This is an optimization exercise on Yosys and OpenROAD, whose aim is small area, not a production implementation. RTL that was checked went through simulation tests only; none was proved equivalent to the original. For run 1, only the layout was checked, not whether the RTL still works.

## flow/design.v (module list and top-level ports; edited modules follow where they fit)
// module point_store: 48 lines
// module pair_scheduler: 59 lines
// module area_pipeline: 837 lines
// module rect_top: 54 lines
module rect_top #(
    parameter int  MAX_POINTS = 64,
    localparam int IDX_W      = $clog2(MAX_POINTS)
) (
    input  logic                         clk,
    input  logic                         rst,
    input  logic                         load_en,
    input  logic [IDX_W-1:0]             load_addr,
    input  logic [rect_pkg::coord_w-1:0] load_x,
    input  logic [rect_pkg::coord_w-1:0] load_y,
    input  logic [IDX_W:0]               num_points,
    input  logic                         start,
    output logic [rect_pkg::area_w-1:0]  max_area,
    output logic                         done
);
  // ...
==> flow/run.sh <==
#!/bin/bash
# synth_recipe.tcl (not shown) runs the flow's synth.tcl, then flattens the netlist and writes it again
# the make line also repeats each setting of config.mk as NAME=value (left out here)
make -C /OpenROAD-flow-scripts/flow DESIGN_CONFIG=/design/flow/config.mk WORK_HOME=/design/flow/orfs CLKGATE_MAP_FILE= SYNTH_SCRIPT=/design/flow/synth_recipe.tcl finish
==> flow/config.mk <==
export PLATFORM = sky130hd
export DESIGN_NAME = rect_top
export DESIGN_NICKNAME = rect_top
export VERILOG_FILES = /design/flow/design.v
export SDC_FILE = /design/flow/constraint.sdc
export NUM_CORES = 4
export LEC_CHECK = 0
export CAP_MARGIN = 20
export CORE_MARGIN = 2
export CORE_UTILIZATION = 60
export CTS_CLUSTER_SIZE = 30
export PLACE_DENSITY = 0.72
export SLEW_MARGIN = 20
==> flow/constraint.sdc <==
create_clock -name core_clock -period 10.0 [get_ports {clk}]
set_input_delay 2.0000 -clock core_clock [delete_from_list [all_inputs] [get_ports {clk}]]
set_output_delay 2.0000 -clock core_clock [all_outputs]
set_load 0.01 [all_outputs]
==> run summary, run 1 <==
number of synthesized flops with an enable pin -> 51
largest register by flop count -> u_store.ring_q
GR Layer Usage met2 -> 55.9%
Critical path origin -> u_pipe.dy1[7]
vias in the first global route -> 55000
Buf/Inv on CP -> 3
Seq area share -> 54.8%
Clock H-tree levels -> 4
share of layout cells above drive strength 1 -> 9.41%
worst flop-to-flop path endpoint -> u_pipe.max_q[28]
Slowest Stage Delay on Critical Path -> 790 ps
CP Depth -> 27
crit-path most repeated cell -> fa_1
Max Cap Viol -> 0
compound-gate portion of the synthesized area -> 19.1%
relative slew slack -> 10.4%
# rows -> 132
register bit count reported by yosys -> 2333
Tapcells -> 1742
First-pass DRT Iterations -> 10
FILL cells -> 9581
final setup skew -> 94.1 ps
antenna-violating nets left -> 0
outcome -> timing/DRC/antenna clean
fraction of area in multi-input gates -> 30.5%
Reg area -> 0.0474 mm2
Worst-path clk slew -> 60 ps
FFs w/ async S/R, synth -> 0%
most frequent cells in the layout -> 2174 x dfxtp_1, 2049 x o22ai_1, 437 x inv_1, 224 x nand2_1, 217 x fa_1
cell with the most instances after synthesis -> dfxtp_1
Buffers, non-clock -> 190
most area-consuming cells after synthesis -> dfxtp_1 59%, o22ai_1 16%, fa_1 5.6%, clkbuf_1 3.3%, ha_1 2.3%
==> module point_store, before the edit <==
module point_store (
    input  logic        clk,
    input  logic        rst,
    input  logic        load_en,
    input  logic [5:0]  load_addr,
    input  logic [31:0] load_point,
    input  logic [1:0]  rd_bank,
    output logic [3:0]  phase,
    output logic [31:0] rd_point
);
    logic [3:0]          phase_q;
    logic [63:0][31:0]   ring_q;     
    logic [3:0]          wslot;
    logic [63:0]         wsel_q;     
    logic [63:0]         wkeep_q;    
    logic [31:0]         wdata_q;
    always_ff @(posedge clk) begin
        if (rst) phase_q <= 4'd0;
        else     phase_q <= phase_q + 4'd1;
    end
    assign wslot = load_addr[3:0] - phase_q - 4'd2;
    always_ff @(posedge clk) begin
        wdata_q <= load_point;
        for (int k = 0; k < 64; k++) begin
            wsel_q[k]  <=   load_en && (load_addr[5:4] == 2'(k / 16)) && (wslot == 4'(k % 16));
            wkeep_q[k] <= !(load_en && (load_addr[5:4] == 2'(k / 16)) && (wslot == 4'(k % 16)));
        end
    end
    for (genvar b = 0; b < 4; b++) begin : g_bank
        for (genvar s = 0; s < 16; s++) begin : g_slot
            localparam int K = b * 16 + s;
            localparam int N = b * 16 + (s + 1) % 16;
            logic [31:0] wd_n;
            assign wd_n = (s % 2 == 1) ? wdata_q : ~wdata_q;
            always_ff @(posedge clk)
                ring_q[K] <= ~(({32{wkeep_q[K]}} | wd_n) & ({32{wsel_q[K]}} | ring_q[N]));
        end
    end
    assign phase = phase_q;
    always_comb begin
        case (rd_bank)
            2'd0:    rd_point = ring_q[0];
            2'd1:    rd_point = ring_q[16];
            2'd2:    rd_point = ring_q[32];
            default: rd_point = ring_q[48];
        endcase
    end
endmodule
==> inputs of run 2 (changes only) <==
==> flow/design.v (replaced) <==
package rect_pkg;
    localparam int coord_w = 16;
    localparam int area_w = 2 * coord_w + 2;
    typedef struct packed {
        logic [coord_w-1:0] x;
        logic [coord_w-1:0] y;
    } point_t;
    typedef logic [area_w-1:0] area_t;
    typedef enum logic [1:0] {
        idle,
        fetch_i,    
        issue,      
        finish
    } sched_state_e;
endpackage
`timescale 1ns/1ps
module point_store (
    input  logic        clk,
    input  logic        rst,
    input  logic        load_en,
    input  logic [5:0]  load_addr,
    input  logic [31:0] load_point,
    input  logic [1:0]  rd_bank,
    output logic [3:0]  phase,
    output logic [31:0] rd_point
);
    logic [3:0]          phase_q;
    logic [31:0]         wdata_q;     
    logic                late_q;      
    logic [5:0]          laddr_q;     
    logic [3:0]          lslot_q;     
    logic [3:0]          slot_now;    
    logic                now_even;
    logic                same;        
    logic                en_now;
    logic [31:0]         late_data;
    logic [31:0]         now_sel;     
    logic [31:0]         late_sel;
    logic [31:0]         keep;
    always_ff @(posedge clk) begin
        if (rst) phase_q <= 4'd0;
        else     phase_q <= phase_q + 4'd1;
    end
    assign slot_now = load_addr[3:0] - phase_q - 4'd1;
    assign now_even = !slot_now[0];
    assign same      = load_en && late_q && (load_addr == laddr_q);
    assign en_now    = load_en && now_even && !same;
    assign late_data = same ? load_point : wdata_q;
    always_ff @(posedge clk) begin
        wdata_q <= load_point;
        laddr_q <= load_addr;
        lslot_q <= slot_now - 4'd1;
        late_q  <= load_en && !now_even;
    end
    always_comb begin
        for (int k = 0; k < 32; k++) begin
            now_sel[k]  = en_now && (load_addr[5:4] == 2'(k / 8)) && (slot_now[3:1] == 3'(k % 8));
            late_sel[k] = late_q && (laddr_q[5:4] == 2'(k / 8)) && (lslot_q[3:1] == 3'(k % 8));
            keep[k]     = !(now_sel[k] || late_sel[k]);
        end
    end
    ring_array u_ring (
        .clk      (clk),
        .keep     (keep),
        .now_sel  (now_sel),
        .late_sel (late_sel),
        .now_data (load_point),
        .late_data(late_data),
        .rd_bank  (rd_bank),
        .rd_point (rd_point)
    );
    assign phase = phase_q;
endmodule
module ring_array (
    input  logic        clk,
    input  logic [31:0] keep,
    input  logic [31:0] now_sel,
    input  logic [31:0] late_sel,
    input  logic [31:0] now_data,
    input  logic [31:0] late_data,
    input  logic [1:0]  rd_bank,
    output logic [31:0] rd_point
);
    logic [63:0][31:0] ring_q;      
    for (genvar b = 0; b < 4; b++) begin : g_bank
        for (genvar s = 0; s < 16; s++) begin : g_slot
            localparam int K = b * 16 + s;
            localparam int N = b * 16 + (s + 1) % 16;
            if (s % 2 == 1) begin : g_pass
                always_ff @(posedge clk) ring_q[K] <= ring_q[N];
            end else begin : g_write
                localparam int R = b * 8 + s / 2;
                localparam bit POL = (s % 4 == 2);
                logic [31:0] dn_n, dl_n;
                assign dn_n = POL ? now_data  : ~now_data;
                assign dl_n = POL ? late_data : ~late_data;
                always_ff @(posedge clk)
                    ring_q[K] <= ~(({32{keep[R]}} & ring_q[N])
                                 | ({32{now_sel[R]}} & dn_n)
                                 | ({32{late_sel[R]}} & dl_n));
            end
        end
    end
    always_comb begin
        case (rd_bank)
            2'd0:    rd_point = ring_q[0];
            2'd1:    rd_point = ring_q[16];
            2'd2:    rd_point = ring_q[32];
            default: rd_point = ring_q[48];
        endcase
    end
endmodule
`timescale 1ns/1ps
module pair_scheduler (
    input  logic       clk,
    input  logic       rst,
    input  logic       start,
    input  logic [6:0] num_points,
    input  logic [3:0] phase,
    output logic [1:0] rd_bank,
    output logic       fetch,
    output logic       pvalid,
    output logic       plast
);
    typedef enum logic [1:0] {
        S_IDLE,
        S_WAIT,    
        S_PAIR,    
        S_EMPTY    
    } state_e;
    state_e     state;
    logic [5:0] nm1_q;     
    logic [5:0] i_q;
    logic [1:0] bank_q;    
    logic [5:0] i_inc;
    logic [5:0] j;
    logic       first_q;   
    logic       end_row;
    assign i_inc   = i_q + 6'd1;
    assign j       = {bank_q, phase};
    assign end_row = (j == nm1_q);
    assign fetch   = (state == S_WAIT) && (phase == i_q[3:0]);
    assign pvalid  = (state == S_PAIR);
    assign plast   = ((state == S_PAIR) && end_row && first_q) || (state == S_EMPTY);
    assign rd_bank = bank_q;
    always_ff @(posedge clk) begin
        if (rst) begin
            state <= S_IDLE;
        end else begin
            case (state)
                S_IDLE: if (start) state <= (num_points < 7'd2) ? S_EMPTY : S_WAIT;
                S_WAIT: if (fetch) state <= S_PAIR;
                S_PAIR: if (end_row) state <= first_q ? S_IDLE : S_WAIT;
                default: state <= S_IDLE;
            endcase
        end
    end
    always_ff @(posedge clk) begin
        case (state)
            S_IDLE: begin
                nm1_q  <= 6'(num_points - 7'd1);
                i_q    <= 6'd0;
                bank_q <= 2'd0;
            end
            S_WAIT: begin
                bank_q  <= fetch ? i_inc[5:4] : i_q[5:4];
                first_q <= 1'b1;
            end
            S_PAIR: begin
                first_q <= 1'b0;
                if (end_row) begin
                    i_q    <= i_inc;
                    bank_q <= i_inc[5:4];
                end else if (phase == 4'd15) begin
                    bank_q <= bank_q + 2'd1;
                end
            end
            default: ;
        endcase
    end
endmodule
`timescale 1ns/1ps
module area_pipeline (
    input  logic        clk,
    input  logic        rst,
    input  logic        start,
    input  logic        fetch,
    input  logic        pvalid,
    input  logic        plast,
    input  logic [31:0] tap,
    output logic [33:0] max_area,
    output logic        done
);
    logic [15:0] hx_q, hy_q;    
    logic [15:0] fx_q, fy_q;    
    logic        cx_q, cy_q;    
    logic        v1, l1;
    logic [32:0] prod;          
    logic [32:0] max_q;
    logic        done_q;
    logic [15:0] tx, ty;
    assign tx = tap[31:16];
    assign ty = tap[15:0];
    always_ff @(posedge clk) begin
        if (fetch) begin
            hx_q <= tx;
            hy_q <= ty;
        end
    end
    logic [16:0] kx, ky;        
    logic [15:0] ex, ey;
    assign kx[0] = 1'b0;
    assign ky[0] = 1'b0;
    logic [15:0] ntx, nty;
    assign ntx = ~tx;
    assign nty = ~ty;
    for (genvar i = 0; i < 16; i++) begin : g_sub
        fa_cell u_fx (.a(hx_q[i]), .b(ntx[i]), .c(kx[i]), .s(ex[i]), .co(kx[i+1]));
        fa_cell u_fy (.a(hy_q[i]), .b(nty[i]), .c(ky[i]), .s(ey[i]), .co(ky[i+1]));
    end
    logic [15:0] ex_q, ey_q;
    always_ff @(posedge clk) begin
        ex_q <= ex;
        ey_q <= ey;
        cx_q <= kx[16];
        cy_q <= ky[16];
    end
    assign fx_q = ex_q ^ {16{~cx_q}};
    assign fy_q = ey_q ^ {16{~cy_q}};
    always_ff @(posedge clk) begin
        if (rst) begin
            v1 <= 1'b0;
            l1 <= 1'b0;
        end else begin
            v1 <= pvalid;
            l1 <= plast;
        end
    end
    logic [15:0] pp [16];
    logic [16:0] fr, gr;
    logic [2:0]  kc;
    for (genvar i = 0; i < 16; i++) begin : g_pp
        for (genvar j = 0; j < 16; j++) begin : g_ppj
            assign pp[i][j] = fx_q[i] & fy_q[j];
        end
    end
    assign fr = cy_q ? {fx_q, 1'b0} : {1'b0, fx_q};
    assign gr = cx_q ? {fy_q, 1'b0} : {1'b0, fy_q};
    assign kc = {cx_q & cy_q, cx_q ^ cy_q, !(cx_q | cy_q)};
    logic [15:0] n_pp [16];
    logic [16:0] n_fr, n_gr;
    logic [2:0]  n_kc;
    for (genvar i = 0; i < 16; i++) begin : g_npp
        assign n_pp[i] = ~pp[i];
    end
    assign n_fr = ~fr;
    assign n_gr = ~gr;
    assign n_kc = ~kc;
    logic one;
    assign one = 1'b1;
    logic ha0_s, ha0_c;
    logic fa0_s, fa0_c;
    logic ha1_s, ha1_c;
    logic fa1_s, fa1_c;
    logic fa2_s, fa2_c;
    logic ha2_s, ha2_c;
    logic fa3_s, fa3_c;
    logic fa4_s, fa4_c;
    logic fa5_s, fa5_c;
    logic ha3_s, ha3_c;
    logic fa6_s, fa6_c;
    logic fa7_s, fa7_c;
    logic fa8_s, fa8_c;
    logic fa9_s, fa9_c;
    logic ha4_s, ha4_c;
    logic fa10_s, fa10_c;
    logic fa11_s, fa11_c;
    logic fa12_s, fa12_c;
    logic fa13_s, fa13_c;
    logic ha5_s, ha5_c;
    logic fa14_s, fa14_c;
    logic fa15_s, fa15_c;
    logic fa16_s, fa16_c;
    logic fa17_s, fa17_c;
    logic ha6_s, ha6_c;
    logic ha7_s, ha7_c;
    logic ha8_s, ha8_c;
    logic fa18_s, fa18_c;
    logic ha9_s, ha9_c;
    logic fa19_s, fa19_c;
    logic fa20_s, fa20_c;
    logic ha10_s, ha10_c;
    logic fa21_s, fa21_c;
    logic fa22_s, fa22_c;
    logic fa23_s, fa23_c;
    logic ha11_s, ha11_c;
    logic fa24_s, fa24_c;
    logic fa25_s, fa25_c;
    logic fa26_s, fa26_c;
    logic fa27_s, fa27_c;
    logic fa28_s, fa28_c;
    logic fa29_s, fa29_c;
    logic fa30_s, fa30_c;
    logic fa31_s, fa31_c;
    logic fa32_s, fa32_c;
    logic fa33_s, fa33_c;
    logic fa34_s, fa34_c;
    logic fa35_s, fa35_c;
    logic fa36_s, fa36_c;
    logic fa37_s, fa37_c;
    logic fa38_s, fa38_c;
    logic fa39_s, fa39_c;
    logic fa40_s, fa40_c;
    logic fa41_s, fa41_c;
    logic fa42_s, fa42_c;
    logic fa43_s, fa43_c;
    logic fa44_s, fa44_c;
    logic fa45_s, fa45_c;
    logic fa46_s, fa46_c;
    logic fa47_s, fa47_c;
    logic fa48_s, fa48_c;
    logic fa49_s, fa49_c;
    logic fa50_s, fa50_c;
    logic fa51_s, fa51_c;
    logic fa52_s, fa52_c;
    logic fa53_s, fa53_c;
    logic fa54_s, fa54_c;
    logic fa55_s, fa55_c;
    logic fa56_s, fa56_c;
    logic fa57_s, fa57_c;
    logic fa58_s, fa58_c;
    logic fa59_s, fa59_c;
    logic fa60_s, fa60_c;
    logic fa61_s, fa61_c;
    logic fa62_s, fa62_c;
    logic ha12_s, ha12_c;
    logic fa63_s, fa63_c;
    logic fa64_s, fa64_c;
    logic ha13_s, ha13_c;
    logic fa65_s, fa65_c;
    logic ha14_s, ha14_c;
    logic ha15_s, ha15_c;
    logic ha16_s, ha16_c;
    logic fa66_s, fa66_c;
    logic ha17_s, ha17_c;
    logic fa67_s, fa67_c;
    logic fa68_s, fa68_c;
    logic ha18_s, ha18_c;
    logic fa69_s, fa69_c;
    logic fa70_s, fa70_c;
    logic fa71_s, fa71_c;
    logic fa72_s, fa72_c;
    logic fa73_s, fa73_c;
    logic fa74_s, fa74_c;
    logic fa75_s, fa75_c;
    logic fa76_s, fa76_c;
    logic fa77_s, fa77_c;
    logic fa78_s, fa78_c;
    logic fa79_s, fa79_c;
    logic fa80_s, fa80_c;
    logic fa81_s, fa81_c;
    logic fa82_s, fa82_c;
    logic fa83_s, fa83_c;
    logic fa84_s, fa84_c;
    logic fa85_s, fa85_c;
    logic fa86_s, fa86_c;
    logic fa87_s, fa87_c;
    logic fa88_s, fa88_c;
    logic fa89_s, fa89_c;
    logic fa90_s, fa90_c;
    logic fa91_s, fa91_c;
    logic fa92_s, fa92_c;
    logic fa93_s, fa93_c;
    logic fa94_s, fa94_c;
    logic fa95_s, fa95_c;
    logic fa96_s, fa96_c;
    logic fa97_s, fa97_c;
    logic fa98_s, fa98_c;
    logic fa99_s, fa99_c;
    logic fa100_s, fa100_c;
    logic fa101_s, fa101_c;
    logic fa102_s, fa102_c;
    logic fa103_s, fa103_c;
    logic fa104_s, fa104_c;
    logic fa105_s, fa105_c;
    logic fa106_s, fa106_c;
    logic fa107_s, fa107_c;
    logic fa108_s, fa108_c;
    logic fa109_s, fa109_c;
    logic fa110_s, fa110_c;
    logic fa111_s, fa111_c;
    logic fa112_s, fa112_c;
    logic fa113_s, fa113_c;
    logic fa114_s, fa114_c;
    logic fa115_s, fa115_c;
    logic fa116_s, fa116_c;
    logic fa117_s, fa117_c;
    logic fa118_s, fa118_c;
    logic fa119_s, fa119_c;
    logic fa120_s, fa120_c;
    logic fa121_s, fa121_c;
    logic ha19_s, ha19_c;
    logic fa122_s, fa122_c;
    logic ha20_s, ha20_c;
    logic ha21_s, ha21_c;
    logic ha22_s, ha22_c;
    logic fa123_s, fa123_c;
    logic ha23_s, ha23_c;
    logic fa124_s, fa124_c;
    logic fa125_s, fa125_c;
    logic fa126_s, fa126_c;
    logic fa127_s, fa127_c;
    logic fa128_s, fa128_c;
    logic fa129_s, fa129_c;
    logic fa130_s, fa130_c;
    logic fa131_s, fa131_c;
    logic fa132_s, fa132_c;
    logic fa133_s, fa133_c;
    logic fa134_s, fa134_c;
    logic fa135_s, fa135_c;
    logic fa136_s, fa136_c;
    logic fa137_s, fa137_c;
    logic fa138_s, fa138_c;
    logic fa139_s, fa139_c;
    logic fa140_s, fa140_c;
    logic fa141_s, fa141_c;
    logic fa142_s, fa142_c;
    logic fa143_s, fa143_c;
    logic fa144_s, fa144_c;
    logic fa145_s, fa145_c;
    logic fa146_s, fa146_c;
    logic fa147_s, fa147_c;
    logic fa148_s, fa148_c;
    logic fa149_s, fa149_c;
    logic fa150_s, fa150_c;
    logic fa151_s, fa151_c;
    logic fa152_s, fa152_c;
    logic fa153_s, fa153_c;
    logic fa154_s, fa154_c;
    logic fa155_s, fa155_c;
    logic fa156_s, fa156_c;
    logic fa157_s, fa157_c;
    logic fa158_s, fa158_c;
    logic fa159_s, fa159_c;
    logic fa160_s, fa160_c;
    logic fa161_s, fa161_c;
    logic fa162_s, fa162_c;
    logic fa163_s, fa163_c;
    logic fa164_s, fa164_c;
    logic fa165_s, fa165_c;
    logic fa166_s, fa166_c;
    logic fa167_s, fa167_c;
    logic fa168_s, fa168_c;
    logic fa169_s, fa169_c;
    logic fa170_s, fa170_c;
    logic fa171_s, fa171_c;
    logic fa172_s, fa172_c;
    logic ha24_s, ha24_c;
    logic ha25_s, ha25_c;
    logic ha26_s, ha26_c;
    logic fa173_s, fa173_c;
    logic fa174_s, fa174_c;
    logic fa175_s, fa175_c;
    logic fa176_s, fa176_c;
    logic fa177_s, fa177_c;
    logic fa178_s, fa178_c;
    logic fa179_s, fa179_c;
    logic fa180_s, fa180_c;
    logic fa181_s, fa181_c;
    logic fa182_s, fa182_c;
    logic fa183_s, fa183_c;
    logic fa184_s, fa184_c;
    logic fa185_s, fa185_c;
    logic fa186_s, fa186_c;
    logic fa187_s, fa187_c;
    logic fa188_s, fa188_c;
    logic fa189_s, fa189_c;
    logic fa190_s, fa190_c;
    logic fa191_s, fa191_c;
    logic fa192_s, fa192_c;
    logic fa193_s, fa193_c;
    logic fa194_s, fa194_c;
    logic fa195_s, fa195_c;
    logic fa196_s, fa196_c;
    logic fa197_s, fa197_c;
    logic fa198_s, fa198_c;
    logic fa199_s, fa199_c;
    logic fa200_s, fa200_c;
    logic ha27_s, ha27_c;
    logic ha28_s, ha28_c;
    logic fa201_s, fa201_c;
    logic fa202_s, fa202_c;
    logic fa203_s, fa203_c;
    logic fa204_s, fa204_c;
    logic fa205_s, fa205_c;
    logic fa206_s, fa206_c;
    logic fa207_s, fa207_c;
    logic fa208_s, fa208_c;
    logic fa209_s, fa209_c;
    logic fa210_s, fa210_c;
    logic fa211_s, fa211_c;
    logic fa212_s, fa212_c;
    logic fa213_s, fa213_c;
    logic fa214_s, fa214_c;
    logic fa215_s, fa215_c;
    logic fa216_s, fa216_c;
    logic fa217_s, fa217_c;
    logic fa218_s, fa218_c;
    logic fa219_s, fa219_c;
    logic fa220_s, fa220_c;
    logic fa221_s, fa221_c;
    logic fa222_s, fa222_c;
    logic fa223_s, fa223_c;
    logic fa224_s, fa224_c;
    logic fa225_s, fa225_c;
    logic fa226_s, fa226_c;
    logic fa227_s, fa227_c;
    logic fa228_s, fa228_c;
    logic fa229_s, fa229_c;
    logic ha29_s, ha29_c;
    fa_cell u_ha0 (.a(n_pp[0][11]), .b(n_pp[1][10]), .c(one), .s(ha0_s), .co(ha0_c));
    fa_cell u_fa0 (.a(n_pp[0][12]), .b(n_pp[1][11]), .c(n_pp[2][10]), .s(fa0_s), .co(fa0_c));
    fa_cell u_ha1 (.a(n_pp[3][9]), .b(n_pp[4][8]), .c(one), .s(ha1_s), .co(ha1_c));
    fa_cell u_fa1 (.a(n_pp[0][13]), .b(n_pp[1][12]), .c(n_pp[2][11]), .s(fa1_s), .co(fa1_c));
    fa_cell u_fa2 (.a(n_pp[3][10]), .b(n_pp[4][9]), .c(n_pp[5][8]), .s(fa2_s), .co(fa2_c));
    fa_cell u_ha2 (.a(n_pp[6][7]), .b(n_pp[7][6]), .c(one), .s(ha2_s), .co(ha2_c));
    fa_cell u_fa3 (.a(n_pp[0][14]), .b(n_pp[1][13]), .c(n_pp[2][12]), .s(fa3_s), .co(fa3_c));
    fa_cell u_fa4 (.a(n_pp[3][11]), .b(n_pp[4][10]), .c(n_pp[5][9]), .s(fa4_s), .co(fa4_c));
    fa_cell u_fa5 (.a(n_pp[6][8]), .b(n_pp[7][7]), .c(n_pp[8][6]), .s(fa5_s), .co(fa5_c));
    fa_cell u_ha3 (.a(n_pp[9][5]), .b(n_pp[10][4]), .c(one), .s(ha3_s), .co(ha3_c));
    fa_cell u_fa6 (.a(n_pp[0][15]), .b(n_pp[1][14]), .c(n_pp[2][13]), .s(fa6_s), .co(fa6_c));
    fa_cell u_fa7 (.a(n_pp[3][12]), .b(n_pp[4][11]), .c(n_pp[5][10]), .s(fa7_s), .co(fa7_c));
    fa_cell u_fa8 (.a(n_pp[6][9]), .b(n_pp[7][8]), .c(n_pp[8][7]), .s(fa8_s), .co(fa8_c));
    fa_cell u_fa9 (.a(n_pp[9][6]), .b(n_pp[10][5]), .c(n_pp[11][4]), .s(fa9_s), .co(fa9_c));
    fa_cell u_ha4 (.a(n_pp[12][3]), .b(n_pp[13][2]), .c(one), .s(ha4_s), .co(ha4_c));
    fa_cell u_fa10 (.a(n_pp[1][15]), .b(n_pp[2][14]), .c(n_pp[3][13]), .s(fa10_s), .co(fa10_c));
    fa_cell u_fa11 (.a(n_pp[4][12]), .b(n_pp[5][11]), .c(n_pp[6][10]), .s(fa11_s), .co(fa11_c));
    fa_cell u_fa12 (.a(n_pp[7][9]), .b(n_pp[8][8]), .c(n_pp[9][7]), .s(fa12_s), .co(fa12_c));
    fa_cell u_fa13 (.a(n_pp[10][6]), .b(n_pp[11][5]), .c(n_pp[12][4]), .s(fa13_s), .co(fa13_c));
    fa_cell u_ha5 (.a(n_pp[13][3]), .b(n_pp[14][2]), .c(one), .s(ha5_s), .co(ha5_c));
    fa_cell u_fa14 (.a(n_pp[2][15]), .b(n_pp[3][14]), .c(n_pp[4][13]), .s(fa14_s), .co(fa14_c));
    fa_cell u_fa15 (.a(n_pp[5][12]), .b(n_pp[6][11]), .c(n_pp[7][10]), .s(fa15_s), .co(fa15_c));
    fa_cell u_fa16 (.a(n_pp[8][9]), .b(n_pp[9][8]), .c(n_pp[10][7]), .s(fa16_s), .co(fa16_c));
    fa_cell u_fa17 (.a(n_pp[3][15]), .b(n_pp[4][14]), .c(n_pp[5][13]), .s(fa17_s), .co(fa17_c));
    fa_cell u_ha6 (.a(n_pp[6][12]), .b(n_pp[7][11]), .c(one), .s(ha6_s), .co(ha6_c));
    fa_cell u_ha7 (.a(n_pp[4][15]), .b(n_pp[5][14]), .c(one), .s(ha7_s), .co(ha7_c));
    fa_cell u_ha8 (.a(n_pp[0][7]), .b(n_pp[1][6]), .c(one), .s(ha8_s), .co(ha8_c));
    fa_cell u_fa18 (.a(n_pp[0][8]), .b(n_pp[1][7]), .c(n_pp[2][6]), .s(fa18_s), .co(fa18_c));
    fa_cell u_ha9 (.a(n_pp[3][5]), .b(n_pp[4][4]), .c(one), .s(ha9_s), .co(ha9_c));
    fa_cell u_fa19 (.a(n_pp[0][9]), .b(n_pp[1][8]), .c(n_pp[2][7]), .s(fa19_s), .co(fa19_c));
    fa_cell u_fa20 (.a(n_pp[3][6]), .b(n_pp[4][5]), .c(n_pp[5][4]), .s(fa20_s), .co(fa20_c));
    fa_cell u_ha10 (.a(n_pp[6][3]), .b(n_pp[7][2]), .c(one), .s(ha10_s), .co(ha10_c));
    fa_cell u_fa21 (.a(n_pp[0][10]), .b(n_pp[1][9]), .c(n_pp[2][8]), .s(fa21_s), .co(fa21_c));
    fa_cell u_fa22 (.a(n_pp[3][7]), .b(n_pp[4][6]), .c(n_pp[5][5]), .s(fa22_s), .co(fa22_c));
    fa_cell u_fa23 (.a(n_pp[6][4]), .b(n_pp[7][3]), .c(n_pp[8][2]), .s(fa23_s), .co(fa23_c));
    fa_cell u_ha11 (.a(n_pp[9][1]), .b(n_pp[10][0]), .c(one), .s(ha11_s), .co(ha11_c));
    fa_cell u_fa24 (.a(ha0_s), .b(n_pp[2][9]), .c(n_pp[3][8]), .s(fa24_s), .co(fa24_c));
    fa_cell u_fa25 (.a(n_pp[4][7]), .b(n_pp[5][6]), .c(n_pp[6][5]), .s(fa25_s), .co(fa25_c));
    fa_cell u_fa26 (.a(n_pp[7][4]), .b(n_pp[8][3]), .c(n_pp[9][2]), .s(fa26_s), .co(fa26_c));
    fa_cell u_fa27 (.a(n_pp[10][1]), .b(n_pp[11][0]), .c(n_fr[11]), .s(fa27_s), .co(fa27_c));
    fa_cell u_fa28 (.a(ha0_c), .b(fa0_s), .c(ha1_s), .s(fa28_s), .co(fa28_c));
    fa_cell u_fa29 (.a(n_pp[5][7]), .b(n_pp[6][6]), .c(n_pp[7][5]), .s(fa29_s), .co(fa29_c));
    fa_cell u_fa30 (.a(n_pp[8][4]), .b(n_pp[9][3]), .c(n_pp[10][2]), .s(fa30_s), .co(fa30_c));
    fa_cell u_fa31 (.a(n_pp[11][1]), .b(n_pp[12][0]), .c(n_fr[12]), .s(fa31_s), .co(fa31_c));
    fa_cell u_fa32 (.a(fa0_c), .b(ha1_c), .c(fa1_s), .s(fa32_s), .co(fa32_c));
    fa_cell u_fa33 (.a(fa2_s), .b(ha2_s), .c(n_pp[8][5]), .s(fa33_s), .co(fa33_c));
    fa_cell u_fa34 (.a(n_pp[9][4]), .b(n_pp[10][3]), .c(n_pp[11][2]), .s(fa34_s), .co(fa34_c));
    fa_cell u_fa35 (.a(n_pp[12][1]), .b(n_pp[13][0]), .c(n_fr[13]), .s(fa35_s), .co(fa35_c));
    fa_cell u_fa36 (.a(fa1_c), .b(fa2_c), .c(ha2_c), .s(fa36_s), .co(fa36_c));
    fa_cell u_fa37 (.a(fa3_s), .b(fa4_s), .c(fa5_s), .s(fa37_s), .co(fa37_c));
    fa_cell u_fa38 (.a(ha3_s), .b(n_pp[11][3]), .c(n_pp[12][2]), .s(fa38_s), .co(fa38_c));
    fa_cell u_fa39 (.a(n_pp[13][1]), .b(n_pp[14][0]), .c(n_fr[14]), .s(fa39_s), .co(fa39_c));
    fa_cell u_fa40 (.a(fa3_c), .b(fa4_c), .c(fa5_c), .s(fa40_s), .co(fa40_c));
    fa_cell u_fa41 (.a(ha3_c), .b(fa6_s), .c(fa7_s), .s(fa41_s), .co(fa41_c));
    fa_cell u_fa42 (.a(fa8_s), .b(fa9_s), .c(ha4_s), .s(fa42_s), .co(fa42_c));
    fa_cell u_fa43 (.a(n_pp[14][1]), .b(n_pp[15][0]), .c(n_fr[15]), .s(fa43_s), .co(fa43_c));
    fa_cell u_fa44 (.a(fa6_c), .b(fa7_c), .c(fa8_c), .s(fa44_s), .co(fa44_c));
    fa_cell u_fa45 (.a(fa9_c), .b(ha4_c), .c(fa10_s), .s(fa45_s), .co(fa45_c));
    fa_cell u_fa46 (.a(fa11_s), .b(fa12_s), .c(fa13_s), .s(fa46_s), .co(fa46_c));
    fa_cell u_fa47 (.a(ha5_s), .b(n_pp[15][1]), .c(n_fr[16]), .s(fa47_s), .co(fa47_c));
    fa_cell u_fa48 (.a(fa10_c), .b(fa11_c), .c(fa12_c), .s(fa48_s), .co(fa48_c));
    fa_cell u_fa49 (.a(fa13_c), .b(ha5_c), .c(fa14_s), .s(fa49_s), .co(fa49_c));
    fa_cell u_fa50 (.a(fa15_s), .b(fa16_s), .c(n_pp[11][6]), .s(fa50_s), .co(fa50_c));
    fa_cell u_fa51 (.a(n_pp[12][5]), .b(n_pp[13][4]), .c(n_pp[14][3]), .s(fa51_s), .co(fa51_c));
    fa_cell u_fa52 (.a(fa14_c), .b(fa15_c), .c(fa16_c), .s(fa52_s), .co(fa52_c));
    fa_cell u_fa53 (.a(fa17_s), .b(ha6_s), .c(n_pp[8][10]), .s(fa53_s), .co(fa53_c));
    fa_cell u_fa54 (.a(n_pp[9][9]), .b(n_pp[10][8]), .c(n_pp[11][7]), .s(fa54_s), .co(fa54_c));
    fa_cell u_fa55 (.a(n_pp[12][6]), .b(n_pp[13][5]), .c(n_pp[14][4]), .s(fa55_s), .co(fa55_c));
    fa_cell u_fa56 (.a(fa17_c), .b(ha6_c), .c(ha7_s), .s(fa56_s), .co(fa56_c));
    fa_cell u_fa57 (.a(n_pp[6][13]), .b(n_pp[7][12]), .c(n_pp[8][11]), .s(fa57_s), .co(fa57_c));
    fa_cell u_fa58 (.a(n_pp[9][10]), .b(n_pp[10][9]), .c(n_pp[11][8]), .s(fa58_s), .co(fa58_c));
    fa_cell u_fa59 (.a(n_pp[12][7]), .b(n_pp[13][6]), .c(n_pp[14][5]), .s(fa59_s), .co(fa59_c));
    fa_cell u_fa60 (.a(ha7_c), .b(n_pp[5][15]), .c(n_pp[6][14]), .s(fa60_s), .co(fa60_c));
    fa_cell u_fa61 (.a(n_pp[7][13]), .b(n_pp[8][12]), .c(n_pp[9][11]), .s(fa61_s), .co(fa61_c));
    fa_cell u_fa62 (.a(n_pp[10][10]), .b(n_pp[11][9]), .c(n_pp[12][8]), .s(fa62_s), .co(fa62_c));
    fa_cell u_ha12 (.a(n_pp[13][7]), .b(n_pp[14][6]), .c(one), .s(ha12_s), .co(ha12_c));
    fa_cell u_fa63 (.a(n_pp[6][15]), .b(n_pp[7][14]), .c(n_pp[8][13]), .s(fa63_s), .co(fa63_c));
    fa_cell u_fa64 (.a(n_pp[9][12]), .b(n_pp[10][11]), .c(n_pp[11][10]), .s(fa64_s), .co(fa64_c));
    fa_cell u_ha13 (.a(n_pp[12][9]), .b(n_pp[13][8]), .c(one), .s(ha13_s), .co(ha13_c));
    fa_cell u_fa65 (.a(n_pp[7][15]), .b(n_pp[8][14]), .c(n_pp[9][13]), .s(fa65_s), .co(fa65_c));
    fa_cell u_ha14 (.a(n_pp[10][12]), .b(n_pp[11][11]), .c(one), .s(ha14_s), .co(ha14_c));
    fa_cell u_ha15 (.a(n_pp[8][15]), .b(n_pp[9][14]), .c(one), .s(ha15_s), .co(ha15_c));
    fa_cell u_ha16 (.a(n_pp[0][4]), .b(n_pp[1][3]), .c(one), .s(ha16_s), .co(ha16_c));
    fa_cell u_fa66 (.a(n_pp[0][5]), .b(n_pp[1][4]), .c(n_pp[2][3]), .s(fa66_s), .co(fa66_c));
    fa_cell u_ha17 (.a(n_pp[3][2]), .b(n_pp[4][1]), .c(one), .s(ha17_s), .co(ha17_c));
    fa_cell u_fa67 (.a(n_pp[0][6]), .b(n_pp[1][5]), .c(n_pp[2][4]), .s(fa67_s), .co(fa67_c));
    fa_cell u_fa68 (.a(n_pp[3][3]), .b(n_pp[4][2]), .c(n_pp[5][1]), .s(fa68_s), .co(fa68_c));
    fa_cell u_ha18 (.a(n_pp[6][0]), .b(n_fr[6]), .c(one), .s(ha18_s), .co(ha18_c));
    fa_cell u_fa69 (.a(ha8_s), .b(n_pp[2][5]), .c(n_pp[3][4]), .s(fa69_s), .co(fa69_c));
    fa_cell u_fa70 (.a(n_pp[4][3]), .b(n_pp[5][2]), .c(n_pp[6][1]), .s(fa70_s), .co(fa70_c));
    fa_cell u_fa71 (.a(n_pp[7][0]), .b(n_fr[7]), .c(n_gr[7]), .s(fa71_s), .co(fa71_c));
    fa_cell u_fa72 (.a(ha8_c), .b(fa18_s), .c(ha9_s), .s(fa72_s), .co(fa72_c));
    fa_cell u_fa73 (.a(n_pp[5][3]), .b(n_pp[6][2]), .c(n_pp[7][1]), .s(fa73_s), .co(fa73_c));
    fa_cell u_fa74 (.a(n_pp[8][0]), .b(n_fr[8]), .c(n_gr[8]), .s(fa74_s), .co(fa74_c));
    fa_cell u_fa75 (.a(fa18_c), .b(ha9_c), .c(fa19_s), .s(fa75_s), .co(fa75_c));
    fa_cell u_fa76 (.a(fa20_s), .b(ha10_s), .c(n_pp[8][1]), .s(fa76_s), .co(fa76_c));
    fa_cell u_fa77 (.a(n_pp[9][0]), .b(n_fr[9]), .c(n_gr[9]), .s(fa77_s), .co(fa77_c));
    fa_cell u_fa78 (.a(fa19_c), .b(fa20_c), .c(ha10_c), .s(fa78_s), .co(fa78_c));
    fa_cell u_fa79 (.a(fa21_s), .b(fa22_s), .c(fa23_s), .s(fa79_s), .co(fa79_c));
    fa_cell u_fa80 (.a(ha11_s), .b(n_fr[10]), .c(n_gr[10]), .s(fa80_s), .co(fa80_c));
    fa_cell u_fa81 (.a(fa21_c), .b(fa22_c), .c(fa23_c), .s(fa81_s), .co(fa81_c));
    fa_cell u_fa82 (.a(ha11_c), .b(fa24_s), .c(fa25_s), .s(fa82_s), .co(fa82_c));
    fa_cell u_fa83 (.a(fa26_s), .b(fa27_s), .c(n_gr[11]), .s(fa83_s), .co(fa83_c));
    fa_cell u_fa84 (.a(fa24_c), .b(fa25_c), .c(fa26_c), .s(fa84_s), .co(fa84_c));
    fa_cell u_fa85 (.a(fa27_c), .b(fa28_s), .c(fa29_s), .s(fa85_s), .co(fa85_c));
    fa_cell u_fa86 (.a(fa30_s), .b(fa31_s), .c(n_gr[12]), .s(fa86_s), .co(fa86_c));
    fa_cell u_fa87 (.a(fa28_c), .b(fa29_c), .c(fa30_c), .s(fa87_s), .co(fa87_c));
    fa_cell u_fa88 (.a(fa31_c), .b(fa32_s), .c(fa33_s), .s(fa88_s), .co(fa88_c));
    fa_cell u_fa89 (.a(fa34_s), .b(fa35_s), .c(n_gr[13]), .s(fa89_s), .co(fa89_c));
    fa_cell u_fa90 (.a(fa32_c), .b(fa33_c), .c(fa34_c), .s(fa90_s), .co(fa90_c));
    fa_cell u_fa91 (.a(fa35_c), .b(fa36_s), .c(fa37_s), .s(fa91_s), .co(fa91_c));
    fa_cell u_fa92 (.a(fa38_s), .b(fa39_s), .c(n_gr[14]), .s(fa92_s), .co(fa92_c));
    fa_cell u_fa93 (.a(fa36_c), .b(fa37_c), .c(fa38_c), .s(fa93_s), .co(fa93_c));
    fa_cell u_fa94 (.a(fa39_c), .b(fa40_s), .c(fa41_s), .s(fa94_s), .co(fa94_c));
    fa_cell u_fa95 (.a(fa42_s), .b(fa43_s), .c(n_gr[15]), .s(fa95_s), .co(fa95_c));
    fa_cell u_fa96 (.a(fa40_c), .b(fa41_c), .c(fa42_c), .s(fa96_s), .co(fa96_c));
    fa_cell u_fa97 (.a(fa43_c), .b(fa44_s), .c(fa45_s), .s(fa97_s), .co(fa97_c));
    fa_cell u_fa98 (.a(fa46_s), .b(fa47_s), .c(n_gr[16]), .s(fa98_s), .co(fa98_c));
    fa_cell u_fa99 (.a(fa44_c), .b(fa45_c), .c(fa46_c), .s(fa99_s), .co(fa99_c));
    fa_cell u_fa100 (.a(fa47_c), .b(fa48_s), .c(fa49_s), .s(fa100_s), .co(fa100_c));
    fa_cell u_fa101 (.a(fa50_s), .b(fa51_s), .c(n_pp[15][2]), .s(fa101_s), .co(fa101_c));
    fa_cell u_fa102 (.a(fa48_c), .b(fa49_c), .c(fa50_c), .s(fa102_s), .co(fa102_c));
    fa_cell u_fa103 (.a(fa51_c), .b(fa52_s), .c(fa53_s), .s(fa103_s), .co(fa103_c));
    fa_cell u_fa104 (.a(fa54_s), .b(fa55_s), .c(n_pp[15][3]), .s(fa104_s), .co(fa104_c));
    fa_cell u_fa105 (.a(fa52_c), .b(fa53_c), .c(fa54_c), .s(fa105_s), .co(fa105_c));
    fa_cell u_fa106 (.a(fa55_c), .b(fa56_s), .c(fa57_s), .s(fa106_s), .co(fa106_c));
    fa_cell u_fa107 (.a(fa58_s), .b(fa59_s), .c(n_pp[15][4]), .s(fa107_s), .co(fa107_c));
    fa_cell u_fa108 (.a(fa56_c), .b(fa57_c), .c(fa58_c), .s(fa108_s), .co(fa108_c));
    fa_cell u_fa109 (.a(fa59_c), .b(fa60_s), .c(fa61_s), .s(fa109_s), .co(fa109_c));
    fa_cell u_fa110 (.a(fa62_s), .b(ha12_s), .c(n_pp[15][5]), .s(fa110_s), .co(fa110_c));
    fa_cell u_fa111 (.a(fa60_c), .b(fa61_c), .c(fa62_c), .s(fa111_s), .co(fa111_c));
    fa_cell u_fa112 (.a(ha12_c), .b(fa63_s), .c(fa64_s), .s(fa112_s), .co(fa112_c));
    fa_cell u_fa113 (.a(ha13_s), .b(n_pp[14][7]), .c(n_pp[15][6]), .s(fa113_s), .co(fa113_c));
    fa_cell u_fa114 (.a(fa63_c), .b(fa64_c), .c(ha13_c), .s(fa114_s), .co(fa114_c));
    fa_cell u_fa115 (.a(fa65_s), .b(ha14_s), .c(n_pp[12][10]), .s(fa115_s), .co(fa115_c));
    fa_cell u_fa116 (.a(n_pp[13][9]), .b(n_pp[14][8]), .c(n_pp[15][7]), .s(fa116_s), .co(fa116_c));
    fa_cell u_fa117 (.a(fa65_c), .b(ha14_c), .c(ha15_s), .s(fa117_s), .co(fa117_c));
    fa_cell u_fa118 (.a(n_pp[10][13]), .b(n_pp[11][12]), .c(n_pp[12][11]), .s(fa118_s), .co(fa118_c));
    fa_cell u_fa119 (.a(n_pp[13][10]), .b(n_pp[14][9]), .c(n_pp[15][8]), .s(fa119_s), .co(fa119_c));
    fa_cell u_fa120 (.a(ha15_c), .b(n_pp[9][15]), .c(n_pp[10][14]), .s(fa120_s), .co(fa120_c));
    fa_cell u_fa121 (.a(n_pp[11][13]), .b(n_pp[12][12]), .c(n_pp[13][11]), .s(fa121_s), .co(fa121_c));
    fa_cell u_ha19 (.a(n_pp[14][10]), .b(n_pp[15][9]), .c(one), .s(ha19_s), .co(ha19_c));
    fa_cell u_fa122 (.a(n_pp[10][15]), .b(n_pp[11][14]), .c(n_pp[12][13]), .s(fa122_s), .co(fa122_c));
    fa_cell u_ha20 (.a(n_pp[13][12]), .b(n_pp[14][11]), .c(one), .s(ha20_s), .co(ha20_c));
    fa_cell u_ha21 (.a(n_pp[11][15]), .b(n_pp[12][14]), .c(one), .s(ha21_s), .co(ha21_c));
    fa_cell u_ha22 (.a(n_pp[0][1]), .b(n_pp[1][0]), .c(one), .s(ha22_s), .co(ha22_c));
    fa_cell u_fa123 (.a(n_pp[0][2]), .b(n_pp[1][1]), .c(n_pp[2][0]), .s(fa123_s), .co(fa123_c));
    fa_cell u_ha23 (.a(n_fr[2]), .b(n_gr[2]), .c(one), .s(ha23_s), .co(ha23_c));
    fa_cell u_fa124 (.a(n_pp[0][3]), .b(n_pp[1][2]), .c(n_pp[2][1]), .s(fa124_s), .co(fa124_c));
    fa_cell u_fa125 (.a(n_pp[3][0]), .b(n_fr[3]), .c(n_gr[3]), .s(fa125_s), .co(fa125_c));
    fa_cell u_fa126 (.a(ha16_s), .b(n_pp[2][2]), .c(n_pp[3][1]), .s(fa126_s), .co(fa126_c));
    fa_cell u_fa127 (.a(n_pp[4][0]), .b(n_fr[4]), .c(n_gr[4]), .s(fa127_s), .co(fa127_c));
    fa_cell u_fa128 (.a(ha16_c), .b(fa66_s), .c(ha17_s), .s(fa128_s), .co(fa128_c));
    fa_cell u_fa129 (.a(n_pp[5][0]), .b(n_fr[5]), .c(n_gr[5]), .s(fa129_s), .co(fa129_c));
    fa_cell u_fa130 (.a(fa66_c), .b(ha17_c), .c(fa67_s), .s(fa130_s), .co(fa130_c));
    fa_cell u_fa131 (.a(fa68_s), .b(ha18_s), .c(n_gr[6]), .s(fa131_s), .co(fa131_c));
    fa_cell u_fa132 (.a(fa67_c), .b(fa68_c), .c(ha18_c), .s(fa132_s), .co(fa132_c));
    fa_cell u_fa133 (.a(fa69_s), .b(fa70_s), .c(fa71_s), .s(fa133_s), .co(fa133_c));
    fa_cell u_fa134 (.a(fa69_c), .b(fa70_c), .c(fa71_c), .s(fa134_s), .co(fa134_c));
    fa_cell u_fa135 (.a(fa72_s), .b(fa73_s), .c(fa74_s), .s(fa135_s), .co(fa135_c));
    fa_cell u_fa136 (.a(fa72_c), .b(fa73_c), .c(fa74_c), .s(fa136_s), .co(fa136_c));
    fa_cell u_fa137 (.a(fa75_s), .b(fa76_s), .c(fa77_s), .s(fa137_s), .co(fa137_c));
    fa_cell u_fa138 (.a(fa75_c), .b(fa76_c), .c(fa77_c), .s(fa138_s), .co(fa138_c));
    fa_cell u_fa139 (.a(fa78_s), .b(fa79_s), .c(fa80_s), .s(fa139_s), .co(fa139_c));
    fa_cell u_fa140 (.a(fa78_c), .b(fa79_c), .c(fa80_c), .s(fa140_s), .co(fa140_c));
    fa_cell u_fa141 (.a(fa81_s), .b(fa82_s), .c(fa83_s), .s(fa141_s), .co(fa141_c));
    fa_cell u_fa142 (.a(fa81_c), .b(fa82_c), .c(fa83_c), .s(fa142_s), .co(fa142_c));
    fa_cell u_fa143 (.a(fa84_s), .b(fa85_s), .c(fa86_s), .s(fa143_s), .co(fa143_c));
    fa_cell u_fa144 (.a(fa84_c), .b(fa85_c), .c(fa86_c), .s(fa144_s), .co(fa144_c));
    fa_cell u_fa145 (.a(fa87_s), .b(fa88_s), .c(fa89_s), .s(fa145_s), .co(fa145_c));
    fa_cell u_fa146 (.a(fa87_c), .b(fa88_c), .c(fa89_c), .s(fa146_s), .co(fa146_c));
    fa_cell u_fa147 (.a(fa90_s), .b(fa91_s), .c(fa92_s), .s(fa147_s), .co(fa147_c));
    fa_cell u_fa148 (.a(fa90_c), .b(fa91_c), .c(fa92_c), .s(fa148_s), .co(fa148_c));
    fa_cell u_fa149 (.a(fa93_s), .b(fa94_s), .c(fa95_s), .s(fa149_s), .co(fa149_c));
    fa_cell u_fa150 (.a(fa93_c), .b(fa94_c), .c(fa95_c), .s(fa150_s), .co(fa150_c));
    fa_cell u_fa151 (.a(fa96_s), .b(fa97_s), .c(fa98_s), .s(fa151_s), .co(fa151_c));
    fa_cell u_fa152 (.a(fa96_c), .b(fa97_c), .c(fa98_c), .s(fa152_s), .co(fa152_c));
    fa_cell u_fa153 (.a(fa99_s), .b(fa100_s), .c(fa101_s), .s(fa153_s), .co(fa153_c));
    fa_cell u_fa154 (.a(fa99_c), .b(fa100_c), .c(fa101_c), .s(fa154_s), .co(fa154_c));
    fa_cell u_fa155 (.a(fa102_s), .b(fa103_s), .c(fa104_s), .s(fa155_s), .co(fa155_c));
    fa_cell u_fa156 (.a(fa102_c), .b(fa103_c), .c(fa104_c), .s(fa156_s), .co(fa156_c));
    fa_cell u_fa157 (.a(fa105_s), .b(fa106_s), .c(fa107_s), .s(fa157_s), .co(fa157_c));
    fa_cell u_fa158 (.a(fa105_c), .b(fa106_c), .c(fa107_c), .s(fa158_s), .co(fa158_c));
    fa_cell u_fa159 (.a(fa108_s), .b(fa109_s), .c(fa110_s), .s(fa159_s), .co(fa159_c));
    fa_cell u_fa160 (.a(fa108_c), .b(fa109_c), .c(fa110_c), .s(fa160_s), .co(fa160_c));
    fa_cell u_fa161 (.a(fa111_s), .b(fa112_s), .c(fa113_s), .s(fa161_s), .co(fa161_c));
    fa_cell u_fa162 (.a(fa111_c), .b(fa112_c), .c(fa113_c), .s(fa162_s), .co(fa162_c));
    fa_cell u_fa163 (.a(fa114_s), .b(fa115_s), .c(fa116_s), .s(fa163_s), .co(fa163_c));
    fa_cell u_fa164 (.a(fa114_c), .b(fa115_c), .c(fa116_c), .s(fa164_s), .co(fa164_c));
    fa_cell u_fa165 (.a(fa117_s), .b(fa118_s), .c(fa119_s), .s(fa165_s), .co(fa165_c));
    fa_cell u_fa166 (.a(fa117_c), .b(fa118_c), .c(fa119_c), .s(fa166_s), .co(fa166_c));
    fa_cell u_fa167 (.a(fa120_s), .b(fa121_s), .c(ha19_s), .s(fa167_s), .co(fa167_c));
    fa_cell u_fa168 (.a(fa120_c), .b(fa121_c), .c(ha19_c), .s(fa168_s), .co(fa168_c));
    fa_cell u_fa169 (.a(fa122_s), .b(ha20_s), .c(n_pp[15][10]), .s(fa169_s), .co(fa169_c));
    fa_cell u_fa170 (.a(fa122_c), .b(ha20_c), .c(ha21_s), .s(fa170_s), .co(fa170_c));
    fa_cell u_fa171 (.a(n_pp[13][13]), .b(n_pp[14][12]), .c(n_pp[15][11]), .s(fa171_s), .co(fa171_c));
    fa_cell u_fa172 (.a(ha21_c), .b(n_pp[12][15]), .c(n_pp[13][14]), .s(fa172_s), .co(fa172_c));
    fa_cell u_ha24 (.a(n_pp[14][13]), .b(n_pp[15][12]), .c(one), .s(ha24_s), .co(ha24_c));
    fa_cell u_ha25 (.a(n_pp[13][15]), .b(n_pp[14][14]), .c(one), .s(ha25_s), .co(ha25_c));
    fa_cell u_ha26 (.a(n_pp[0][0]), .b(n_fr[0]), .c(one), .s(ha26_s), .co(ha26_c));
    fa_cell u_fa173 (.a(ha22_s), .b(n_fr[1]), .c(n_gr[1]), .s(fa173_s), .co(fa173_c));
    fa_cell u_fa174 (.a(ha22_c), .b(fa123_s), .c(ha23_s), .s(fa174_s), .co(fa174_c));
    fa_cell u_fa175 (.a(fa123_c), .b(ha23_c), .c(fa124_s), .s(fa175_s), .co(fa175_c));
    fa_cell u_fa176 (.a(fa124_c), .b(fa125_c), .c(fa126_s), .s(fa176_s), .co(fa176_c));
    fa_cell u_fa177 (.a(fa126_c), .b(fa127_c), .c(fa128_s), .s(fa177_s), .co(fa177_c));
    fa_cell u_fa178 (.a(fa128_c), .b(fa129_c), .c(fa130_s), .s(fa178_s), .co(fa178_c));
    fa_cell u_fa179 (.a(fa130_c), .b(fa131_c), .c(fa132_s), .s(fa179_s), .co(fa179_c));
    fa_cell u_fa180 (.a(fa132_c), .b(fa133_c), .c(fa134_s), .s(fa180_s), .co(fa180_c));
    fa_cell u_fa181 (.a(fa134_c), .b(fa135_c), .c(fa136_s), .s(fa181_s), .co(fa181_c));
    fa_cell u_fa182 (.a(fa136_c), .b(fa137_c), .c(fa138_s), .s(fa182_s), .co(fa182_c));
    fa_cell u_fa183 (.a(fa138_c), .b(fa139_c), .c(fa140_s), .s(fa183_s), .co(fa183_c));
    fa_cell u_fa184 (.a(fa140_c), .b(fa141_c), .c(fa142_s), .s(fa184_s), .co(fa184_c));
    fa_cell u_fa185 (.a(fa142_c), .b(fa143_c), .c(fa144_s), .s(fa185_s), .co(fa185_c));
    fa_cell u_fa186 (.a(fa144_c), .b(fa145_c), .c(fa146_s), .s(fa186_s), .co(fa186_c));
    fa_cell u_fa187 (.a(fa146_c), .b(fa147_c), .c(fa148_s), .s(fa187_s), .co(fa187_c));
    fa_cell u_fa188 (.a(fa148_c), .b(fa149_c), .c(fa150_s), .s(fa188_s), .co(fa188_c));
    fa_cell u_fa189 (.a(fa150_c), .b(fa151_c), .c(fa152_s), .s(fa189_s), .co(fa189_c));
    fa_cell u_fa190 (.a(fa152_c), .b(fa153_c), .c(fa154_s), .s(fa190_s), .co(fa190_c));
    fa_cell u_fa191 (.a(fa154_c), .b(fa155_c), .c(fa156_s), .s(fa191_s), .co(fa191_c));
    fa_cell u_fa192 (.a(fa156_c), .b(fa157_c), .c(fa158_s), .s(fa192_s), .co(fa192_c));
    fa_cell u_fa193 (.a(fa158_c), .b(fa159_c), .c(fa160_s), .s(fa193_s), .co(fa193_c));
    fa_cell u_fa194 (.a(fa160_c), .b(fa161_c), .c(fa162_s), .s(fa194_s), .co(fa194_c));
    fa_cell u_fa195 (.a(fa162_c), .b(fa163_c), .c(fa164_s), .s(fa195_s), .co(fa195_c));
    fa_cell u_fa196 (.a(fa164_c), .b(fa165_c), .c(fa166_s), .s(fa196_s), .co(fa196_c));
    fa_cell u_fa197 (.a(fa166_c), .b(fa167_c), .c(fa168_s), .s(fa197_s), .co(fa197_c));
    fa_cell u_fa198 (.a(fa168_c), .b(fa169_c), .c(fa170_s), .s(fa198_s), .co(fa198_c));
    fa_cell u_fa199 (.a(fa170_c), .b(fa171_c), .c(fa172_s), .s(fa199_s), .co(fa199_c));
    fa_cell u_fa200 (.a(fa172_c), .b(ha24_c), .c(ha25_s), .s(fa200_s), .co(fa200_c));
    fa_cell u_ha27 (.a(ha25_c), .b(n_pp[14][15]), .c(one), .s(ha27_s), .co(ha27_c));
    fa_cell u_ha28 (.a(ha26_s), .b(n_gr[0]), .c(one), .s(ha28_s), .co(ha28_c));
    fa_cell u_fa201 (.a(ha26_c), .b(fa173_s), .c(n_kc[1]), .s(fa201_s), .co(fa201_c));
    fa_cell u_fa202 (.a(fa173_c), .b(fa174_s), .c(n_kc[2]), .s(fa202_s), .co(fa202_c));
    fa_cell u_fa203 (.a(fa174_c), .b(fa175_s), .c(fa125_s), .s(fa203_s), .co(fa203_c));
    fa_cell u_fa204 (.a(fa175_c), .b(fa176_s), .c(fa127_s), .s(fa204_s), .co(fa204_c));
    fa_cell u_fa205 (.a(fa176_c), .b(fa177_s), .c(fa129_s), .s(fa205_s), .co(fa205_c));
    fa_cell u_fa206 (.a(fa177_c), .b(fa178_s), .c(fa131_s), .s(fa206_s), .co(fa206_c));
    fa_cell u_fa207 (.a(fa178_c), .b(fa179_s), .c(fa133_s), .s(fa207_s), .co(fa207_c));
    fa_cell u_fa208 (.a(fa179_c), .b(fa180_s), .c(fa135_s), .s(fa208_s), .co(fa208_c));
    fa_cell u_fa209 (.a(fa180_c), .b(fa181_s), .c(fa137_s), .s(fa209_s), .co(fa209_c));
    fa_cell u_fa210 (.a(fa181_c), .b(fa182_s), .c(fa139_s), .s(fa210_s), .co(fa210_c));
    fa_cell u_fa211 (.a(fa182_c), .b(fa183_s), .c(fa141_s), .s(fa211_s), .co(fa211_c));
    fa_cell u_fa212 (.a(fa183_c), .b(fa184_s), .c(fa143_s), .s(fa212_s), .co(fa212_c));
    fa_cell u_fa213 (.a(fa184_c), .b(fa185_s), .c(fa145_s), .s(fa213_s), .co(fa213_c));
    fa_cell u_fa214 (.a(fa185_c), .b(fa186_s), .c(fa147_s), .s(fa214_s), .co(fa214_c));
    fa_cell u_fa215 (.a(fa186_c), .b(fa187_s), .c(fa149_s), .s(fa215_s), .co(fa215_c));
    fa_cell u_fa216 (.a(fa187_c), .b(fa188_s), .c(fa151_s), .s(fa216_s), .co(fa216_c));
    fa_cell u_fa217 (.a(fa188_c), .b(fa189_s), .c(fa153_s), .s(fa217_s), .co(fa217_c));
    fa_cell u_fa218 (.a(fa189_c), .b(fa190_s), .c(fa155_s), .s(fa218_s), .co(fa218_c));
    fa_cell u_fa219 (.a(fa190_c), .b(fa191_s), .c(fa157_s), .s(fa219_s), .co(fa219_c));
    fa_cell u_fa220 (.a(fa191_c), .b(fa192_s), .c(fa159_s), .s(fa220_s), .co(fa220_c));
    fa_cell u_fa221 (.a(fa192_c), .b(fa193_s), .c(fa161_s), .s(fa221_s), .co(fa221_c));
    fa_cell u_fa222 (.a(fa193_c), .b(fa194_s), .c(fa163_s), .s(fa222_s), .co(fa222_c));
    fa_cell u_fa223 (.a(fa194_c), .b(fa195_s), .c(fa165_s), .s(fa223_s), .co(fa223_c));
    fa_cell u_fa224 (.a(fa195_c), .b(fa196_s), .c(fa167_s), .s(fa224_s), .co(fa224_c));
    fa_cell u_fa225 (.a(fa196_c), .b(fa197_s), .c(fa169_s), .s(fa225_s), .co(fa225_c));
    fa_cell u_fa226 (.a(fa197_c), .b(fa198_s), .c(fa171_s), .s(fa226_s), .co(fa226_c));
    fa_cell u_fa227 (.a(fa198_c), .b(fa199_s), .c(ha24_s), .s(fa227_s), .co(fa227_c));
    fa_cell u_fa228 (.a(fa199_c), .b(fa200_s), .c(n_pp[15][13]), .s(fa228_s), .co(fa228_c));
    fa_cell u_fa229 (.a(fa200_c), .b(ha27_s), .c(n_pp[15][14]), .s(fa229_s), .co(fa229_c));
    fa_cell u_ha29 (.a(ha27_c), .b(n_pp[15][15]), .c(one), .s(ha29_s), .co(ha29_c));
    logic [32:0] row_a, row_b;
    assign row_a = {1'b1, ha29_c, fa229_c, fa228_c, fa227_c, fa226_c, fa225_c, fa224_c, fa223_c, fa222_c, fa221_c, fa220_c, fa219_c, fa218_c, fa217_c, fa216_c, fa215_c, fa214_c, fa213_c, fa212_c, fa211_c, fa210_c, fa209_c, fa208_c, fa207_c, fa206_c, fa205_c, fa204_c, fa203_c, fa202_c, fa201_c, ha28_c, ha28_s};
    assign row_b = {1'b1, 1'b1, ha29_s, fa229_s, fa228_s, fa227_s, fa226_s, fa225_s, fa224_s, fa223_s, fa222_s, fa221_s, fa220_s, fa219_s, fa218_s, fa217_s, fa216_s, fa215_s, fa214_s, fa213_s, fa212_s, fa211_s, fa210_s, fa209_s, fa208_s, fa207_s, fa206_s, fa205_s, fa204_s, fa203_s, fa202_s, fa201_s, n_kc[0]};
    assign prod = ~(row_a + row_b + 33'd1);
    logic bigger;
    assign bigger = prod > max_q;
    always_ff @(posedge clk) begin
        if (start) begin
            max_q <= '0;
        end else if (v1 && bigger) begin
            max_q <= prod;
        end
    end
    always_ff @(posedge clk) begin
        if (rst || start) done_q <= 1'b0;
        else if (l1)      done_q <= 1'b1;
    end
    assign max_area = {1'b0, max_q};
    assign done     = done_q;
endmodule
module fa_cell (
    input  logic a,
    input  logic b,
    input  logic c,
    output logic s,
    output logic co
);
    assign s  = a ^ b ^ c;
    assign co = (a & b) | (a & c) | (b & c);
endmodule
module ha_cell (
    input  logic a,
    input  logic b,
    output logic s,
    output logic co
);
    assign s  = a ^ b;
    assign co = a & b;
endmodule
`timescale 1ns/1ps
module rect_top #(
    parameter int  MAX_POINTS = 64,
    localparam int IDX_W      = $clog2(MAX_POINTS)
) (
    input  logic                         clk,
    input  logic                         rst,
    input  logic                         load_en,
    input  logic [IDX_W-1:0]             load_addr,
    input  logic [rect_pkg::coord_w-1:0] load_x,
    input  logic [rect_pkg::coord_w-1:0] load_y,
    input  logic [IDX_W:0]               num_points,
    input  logic                         start,
    output logic [rect_pkg::area_w-1:0]  max_area,
    output logic                         done
);
    logic [3:0]  phase;
    logic [1:0]  rd_bank;
    logic [31:0] tap;
    logic        fetch;
    logic        pvalid;
    logic        plast;
    point_store u_store (
        .clk        (clk),
        .rst        (rst),
        .load_en    (load_en),
        .load_addr  (load_addr),
        .load_point ({load_x, load_y}),
        .rd_bank    (rd_bank),
        .phase      (phase),
        .rd_point   (tap)
    );
    pair_scheduler u_sched (
        .clk        (clk),
        .rst        (rst),
        .start      (start),
        .num_points (num_points),
        .phase      (phase),
        .rd_bank    (rd_bank),
        .fetch      (fetch),
        .pvalid     (pvalid),
        .plast      (plast)
    );
    area_pipeline u_pipe (
        .clk      (clk),
        .rst      (rst),
        .start    (start),
        .fetch    (fetch),
        .pvalid   (pvalid),
        .plast    (plast),
        .tap      (tap),
        .max_area (max_area),
        .done     (done)
    );
endmodule
==> flow/flow/run.sh (new file) <==
#!/bin/bash
# The standard layout (standard.sh), with two changes to how it is made:
#  - clock tree synthesis without dummy loads at the leaves and with leaf
#    clusters of up to 25 registers within 100 um (CTS_ARGS);
#  - the port buffers are the smallest buffer, buf_1 (BUFFER_PORTS_ARGS).
# standard.sh's own output goes to standard.log here; each ORFS step keeps
# its full log under orfs/logs/.
set -euo pipefail
export CTS_ARGS="-sink_clustering_enable -repair_clock_nets -dont_use_dummy_load -sink_clustering_size 25 -sink_clustering_max_diameter 100"
export BUFFER_PORTS_ARGS="-buffer_cell sky130_fd_sc_hd__buf_1"
bash standard.sh > standard.log 2>&1
==> flow/standard.sh (new file) <==
#!/bin/bash
# synth_recipe.tcl (not shown) runs the flow's synth.tcl, then flattens the netlist and writes it again
# the make line also repeats each setting of config.mk as NAME=value (left out here)
make -C /OpenROAD-flow-scripts/flow DESIGN_CONFIG=/design/flow/config.mk WORK_HOME=/design/flow/orfs CLKGATE_MAP_FILE= SYNTH_SCRIPT=/design/flow/synth_recipe.tcl "${@:-finish}"
==> flow/config.mk (replaced) <==
export PLATFORM = sky130hd
export DESIGN_NAME = rect_top
export DESIGN_NICKNAME = rect_top
export VERILOG_FILES = /design/flow/design.v
export SDC_FILE = /design/flow/constraint.sdc
export NUM_CORES = 4
export LEC_CHECK = 0
export CAP_MARGIN = 20
export CELL_PAD_IN_SITES_DETAIL_PLACEMENT = 1
export CELL_PAD_IN_SITES_GLOBAL_PLACEMENT = 1
export CORE_MARGIN = 2
export CORE_UTILIZATION = 50
export PLACE_DENSITY = 0.65
export SLEW_MARGIN = 20
export SYNTH_HIERARCHICAL = 1
removed: flow/run.sh
==> run 2 against run 1 <==
First-iteration DRC count grew 22%. Die area rose by 9.9%. Non-clock buffer count increased by 77. Sequential share of layout area up 3.6 points. Fmax decreased by 1.9%. Cell count fell by 19%. Count of clock-buffer cells in the layout fell by 207. Synthesized area shrank 8.4%. Clock skew grew 20 ps. Register-to-register slack got worse by 170 ps. Critical path type unchanged.
==> run summary, run 2 <==
P&R area growth vs syn -> 7.40%
syn_area_per_cell -> 13.5 um2
FILL cells -> 13700 (+43%)
Mapped Area -> 0.0713 mm2
largest area contributor in the netlist -> dfxtp_1
Wirelength per Cell -> 38.4 um
First-pass DRT Iterations -> 13 (+3)
GRT Residual Overflow -> 0
Die Width -> 382 um
final setup skew -> 114 ps (+19.7 ps)
crit-path most repeated cell -> fa_1
critical path launch point type -> register
CTS Hold Buffers Added -> 0
most common cell after layout, fill and taps aside -> dfxtp_1
most area-consuming cells after synthesis -> dfxtp_1 61%, a222oi_1 14%, fa_1 8.2%, clkbuf_1 2.1%, edfxtp_1 2.0%
DRT iter0 DRCs -> 10700
first-pass GRT wire length -> 374000 um
setup ws final -> 779 ps
Period minus WS final -> 9220 ps
clock buffer depth -> 3
max reg flops -> 2048
post-DP HPWL -> 147000 um
number of synthesized flops with an enable pin -> 47 (-7.8%)
FFs w/ async S/R, synth -> 0% (unchanged)
Post-DP Area -> 0.0740 mm2
post-layout util -> 54.1%
antenna-violating nets left -> 0 (unchanged)
Post-Layout Cell Count -> 7008
post-synthesis sequential area ratio -> 62.8%
largest register by flop count -> u_store.u_ring.ring_q
post_cts resized -> 0
most frequent cells in the layout -> 2164 x dfxtp_1, 1024 x a222oi_1, 305 x nand2_1, 294 x fa_1, 184 x buf_4
Slowest Stage Delay on Critical Path -> 970 ps (+180 ps)
Num CTS Buffers -> 102
share of layout cells above drive strength 1 -> 9.51% (+0.11 points)
post-synthesis cell type count -> 85
setup TNS -> 0 ps
WP data required -> 10580 ps
cell with the most instances after synthesis -> dfxtp_1
Critical Path End Type -> register
Max Cap Viol -> 0 (unchanged)
Max Slew Vio Count -> 0
# rows -> 138 (+4.5%)
initial antenna violation count -> 22
Setup-failing EPs final -> 0
max frequency -> 108 MHz
core area -> 0.142 mm2
Critical Path AT -> 9800 ps
final wirelength -> 269000 um
postcts setup bufs -> 0
relative slew slack -> 22.1% (+12 points)
synth warn -> 14
top_reg_cell synth -> dfxtp_1
Worst-path clk slew -> 100 ps (+40 ps)
vias in the first global route -> 49700 (-9.7%)
outcome -> timing/DRC/antenna clean
Root Buffer -> clkbuf_16
GR Util All Layers -> 35.9%
register bit count reported by yosys -> 2213 (-5.1%)
RSZ-0062 raised after global routing -> false
Die Area -> 0.146 mm2
cell area after layout -> 0.0766 mm2
Reg2Reg Setup Slack -> 780 ps
Clock H-tree levels -> 3 (-1)
Vias -> 49400
[run 2: cell count changes in the layout (fill, tap and decap cells not counted), sizes merged, moves of 77 or more]
cell	change
a222oi	+1023
and2	-177
buf	+159
clkbuf	-207
clkdlybuf4s50	-82
dfxtp	-116
fa	+77
inv	-314
nand2	+81
o22ai	-2048
[run 2: modules after synthesis (local to each module, per instance), a selection]
| module | copies in the design | cells |
|---|---|---|
| area_pipeline | 1 | 964 |
| ring_array | 1 | 3655 |
| fa_cell | 292 | 1 |
| pair_scheduler | 1 | 97 |
| point_store | 1 | 273 |
[run 2: kinds of logic (layout without fill, tap and decap cells)]
kind of cell | count (synthesis) | count (layout) | synth area share, %
AO/OA/AOI/OAI | 1226 | 1226 | 16.4
XOR/XNOR | 89 | 89 | 1.09
adder cells (fa/ha/maj) | 371 | 371 | 9.60
buffers and inverters | 733 | 530 | 4.52
flip-flops | 2213 | 2213 | 62.8
multiplexers | 98 | 98 | 2.15
other | 2 | 42 | 0.0105
AND/OR/NAND/NOR | 549 | 549 | 3.47
[run 2: final cells by class]
type                            count  area [um2]  area share, %
Inverter                          161         604          0.789
Antenna cell                        9        22.5         0.0294
Clock buffer                      102        2550           3.33
Tap cell                         1890        2360           3.09
Sequential cell                  2213       44800           58.4
Timing Repair Buffer              267        1700           2.22
Multi-Input combinational cell   2366       24600           32.1
[run 2: worst paths after layout]
check / start / endpoint / cells after the start
worst max-delay path: u_pipe.cx_q / u_pipe.max_q[28] / 24
worst min-delay path: u_store.u_ring.ring_q[589] / u_store.u_ring.ring_q[557] / 0
worst max register to register: u_pipe.cx_q / u_pipe.max_q[28] / 24
worst min register to register: u_store.u_ring.ring_q[589] / u_store.u_ring.ring_q[557] / 0
[run 2: per-layer routing]
layer | global-route usage, % | vias to the layer above | share of wire (%) | wire [um]
met2 | 55.7 | 3377 | 45 | 120000
met3 | 7.86 | 781 | 12 | 31100
met4 | 19.2 | 4 | 6.0 | 16200
met5 | 0 | - | 0.0089 | 24
met1 | 47.0 | 25500 | 38 | 102000
li1 | - | 19700 | - | -
[run 2: worst max-delay path, delay by kind of cell (launching register included)]
family	cells	cell delay [ps]
simple gates	5	930
compound gates	8	2210
flops	1	590
buf+inv	1	430
fa+ha+maj	8	3680
xor+xnor	2	1250

==> separate check: timing with driven ports <==
The flow's constraints put no driver on any port. The routed layouts listed below were extracted and timed again, unchanged, in two steps.
Step 1 assumes that a clkbuf_16 drives the clock port and a buf_2 every other input.
Step 2 times the ports against the registers' clock, not the clock port: input delays grow and output delays shrink by t, the midpoint of the rising clock arrivals with the driver on.
Slacks: no drivers / after step 1 / after step 2; pairs: no drivers / after step 1.
| run | t (ns) | setup slack, ns |
|---|---|---|
| run 1 | 0.916 | 0.954 / 0.954 / 0.954 |
| run 2 | 0.793 | 0.779 / 0.779 / 0.779 |
After both steps setup and hold are still met in every run listed.
